This is an optimization exercise on Yosys and OpenROAD, whose aim is small area, a short achievable clock period and few clock cycles, not a production implementation.
Only simulation tests tie the RTL to the original design; equivalence was not proved.
Power is estimated from default activity; no workload was simulated.

Setup of red:
Design matvec_accel_top, start of the top module:
module matvec_accel_top (
  input  logic            clk_main_a0,
  input  logic            rst_main_n_sync,
  input  logic            awvalid,
  input  axil_pkg::addr_t awaddr,
  output logic            awready,
  input  logic            wvalid,
  input  axil_pkg::word_t wdata,
  input  logic [3:0]      wstrb,
  output logic            wready,
  output logic            bvalid,
  output axil_pkg::resp_t bresp,
  input  logic            bready,
  input  logic            arvalid,
  input  axil_pkg::addr_t araddr,
  output logic            arready,
  output logic            rvalid,
  output axil_pkg::word_t rdata,
  output axil_pkg::resp_t rresp,
  input  logic            rready,
  output logic            busy
);
Size: roughly 3000 flip-flops, ~150 I/O pins, roughly 100000 sq um of cells after synthesis.
==> flow/config.mk <==
export PLATFORM = sky130hd
export DESIGN_NAME = matvec_accel_top
export DESIGN_NICKNAME = matvec_accel_top
export VERILOG_FILES = /design/flow/design.v
export SDC_FILE = /design/flow/constraint.sdc
export NUM_CORES = 4
export LEC_CHECK = 0
export ABC_CLOCK_PERIOD_IN_PS = 3800
export CAP_MARGIN = 20
export CORE_MARGIN = 2
export CORE_UTILIZATION = 50
export CTS_CLUSTER_DIAMETER = 100
export CTS_CLUSTER_SIZE = 30
export SLEW_MARGIN = 20
==> flow/constraint.sdc <==
create_clock -name core_clock -period 13.0 [get_ports {clk_main_a0}]
set_input_delay 2.6000 -clock core_clock [delete_from_list [all_inputs] [get_ports {clk_main_a0}]]
set_output_delay 2.6000 -clock core_clock [all_outputs]
set_load 0.01 [all_outputs]
standard.sh (not shown) runs the stock make flow with config.mk's settings and CLKGATE_MAP_FILE= SYNTH_SCRIPT=/design/flow/synth_recipe.tcl, a recipe that flattens the netlist after the stock synthesis.
==> flow/flow/run.sh <==
#!/bin/bash
set -euo pipefail
bash standard.sh synth > synth.log 2>&1
bash standard.sh SETUP_SLACK_MARGIN=9.2 "BUFFER_PORTS_ARGS=-buffer_cell sky130_fd_sc_hd__buf_2" finish > layout.log 2>&1
Testbench counts of red, summed over its fixed seeds: cycles 34,751.
Input-level comparison between blue and red:
-- flow/config.mk --
<<< red, line 12
export CTS_CLUSTER_DIAMETER = 100
export CTS_CLUSTER_SIZE = 30
export SLEW_MARGIN = 20
>>> blue, line 12
export CTS_CLUSTER_DIAMETER = 100
export CTS_CLUSTER_SIZE = 28
export SLEW_MARGIN = 20
--- outcome ---
Across red and blue, the outcome is the same: a clean finish for every run.
From red to blue the numbers moved as follows: portion of the layout cell area used by clock cells rose 0.38 points, clock-buffer cell count shows an increase of about 10%, wire length of the first global-routing pass has remained practically unchanged, layout overhead on the synthesized area increased 0.59 points.
diff inputs: blue => green
-- flow/config.mk --
<<< blue, line 10
export CORE_MARGIN = 2
export CORE_UTILIZATION = 50
export CTS_CLUSTER_DIAMETER = 100
export CTS_CLUSTER_SIZE = 28
export SLEW_MARGIN = 20
>>> green, line 10
export CORE_MARGIN = 2
export CORE_UTILIZATION = 55
export CTS_CLUSTER_DIAMETER = 100
export CTS_CLUSTER_SIZE = 25
export SLEW_MARGIN = 20
[summary]
Each of the runs, namely blue and green, reached the end of the flow and came out clean.
Relative to blue, met1 track demand over resource has increased by 5.6 points in green.
Compared with blue, in green placed instance area about even; number of standard cells in the layout, taps in and fillers out fell about 1.7%; global-route usage rose 3.1 points; number of resized instances in the post-cts repair step rose 27.
[compare] base=blue new=green: met3 usage comparable; final weighted congestion in routability-driven placement now larger; routed wire length now larger.
Modified inputs, orange compared to green
==> flow/flow/run.sh <==
#!/bin/bash
set -euo pipefail
bash standard.sh synth > synth.log 2>&1
bash standard.sh SETUP_SLACK_MARGIN=9.05 "BUFFER_PORTS_ARGS=-buffer_cell sky130_fd_sc_hd__buf_2" finish > layout.log 2>&1
-- flow/config.mk --
<<< green, line 10
export CORE_MARGIN = 2
export CORE_UTILIZATION = 55
export CTS_CLUSTER_DIAMETER = 100
>>> orange, line 10
export CORE_MARGIN = 2
export CORE_UTILIZATION = 50
export CTS_CLUSTER_DIAMETER = 100
- orange | stages: all done | timing, DRC, antenna: all pass
- Compared with green, orange has less setup slack.
- Count of clock-net buffers in the final layout, green and orange, higher one = green.
- There was hardly any difference in routing usage on met3 between green and orange.
- Between green and orange, global-route wire length before repair is higher for green, orange comes in under that.
- Total leakage power on orange is ahead of green.
- Per the comparison of orange with green, number of inserted diodes went up, cell area down about 0.4%, proportion of final cell area spent on non-clock buffers went down by 0.54 points.
- In the metrics for green and orange, the one carrying the lower share of the core filled with cells is orange.

========
matvec_accel_top, a different RTL version from the one above (not shown whole).
Size in the first run: roughly 7400 cells after synthesis, ~3000 flip-flops, ~150 I/O pins.
Settings: LEC_CHECK=0, ABC_CLOCK_PERIOD_IN_PS=3800, CAP_MARGIN=20, CORE_MARGIN=2, CORE_UTILIZATION=50, CTS_CLUSTER_DIAMETER=100, CTS_CLUSTER_SIZE=25, SLEW_MARGIN=20; clock period 13.0 ns.
==> flow/flow/run.sh <==
#!/bin/bash
set -euo pipefail
bash standard.sh synth > synth.log 2>&1
bash standard.sh SETUP_SLACK_MARGIN=9.35 "BUFFER_PORTS_ARGS=-buffer_cell sky130_fd_sc_hd__buf_2" finish > layout.log 2>&1
The first run went through all stages and came out clean.
Testbench counts at the start, summed over its fixed seeds: cycles 34,751.
Then changed:
==> flow/flow/run.sh (replaced) <==
#!/bin/bash
set -euo pipefail
bash standard.sh synth > synth.log 2>&1
bash standard.sh SETUP_SLACK_MARGIN=9.2 "BUFFER_PORTS_ARGS=-buffer_cell sky130_fd_sc_hd__buf_2" finish > layout.log 2>&1
Synthesized area stays the same.
Clock skew hardly moves.
First-iteration DRC count came out lower by 3.9%.
Final area fell by 0.82%.

## static timing again, ports no longer ideal
The flow's constraints put no driver on any port. The routed layouts listed below were extracted and timed again, unchanged, in two steps.
Step 1: set_driving_cell puts a clkbuf_16 on clk_main_a0 and a buf_2 on each other input, an assumption about the parent block.
Step 2 moves the port delays by t, midway between the first and last clock arrival at a register: inputs arrive t later, outputs are due t later. That takes back most of the time a late clock gives input paths.
Three values: no drivers, after step 1, after step 2; two values: the first two.
| run | t (ns) | setup slack, ns | latest minus earliest clock arrival (ns) |
|---|---|---|---|
| red | 0.901 | 9.028 / 8.943 / 8.495 | 0.054 / 0.053 |
| blue | 0.912 | 9.010 / 8.923 / 8.350 | 0.063 / 0.064 |
| green | 0.913 | 9.084 / 8.993 / 8.367 | 0.038 / 0.037 |
| orange | 0.923 | 9.034 / 8.949 / 8.437 | 0.077 / 0.077 |
| the first run of note 2 | 0.931 | 9.057 / 8.960 / 8.386 | 0.050 / 0.050 |
| the second run of note 2 | 0.908 | 9.043 / 8.958 / 8.466 | 0.055 / 0.056 |
After both steps setup and hold are still met in every run listed. The setup slack of green, which loses most, moves by -0.091 ns with the drivers and by -0.717 ns with both steps.
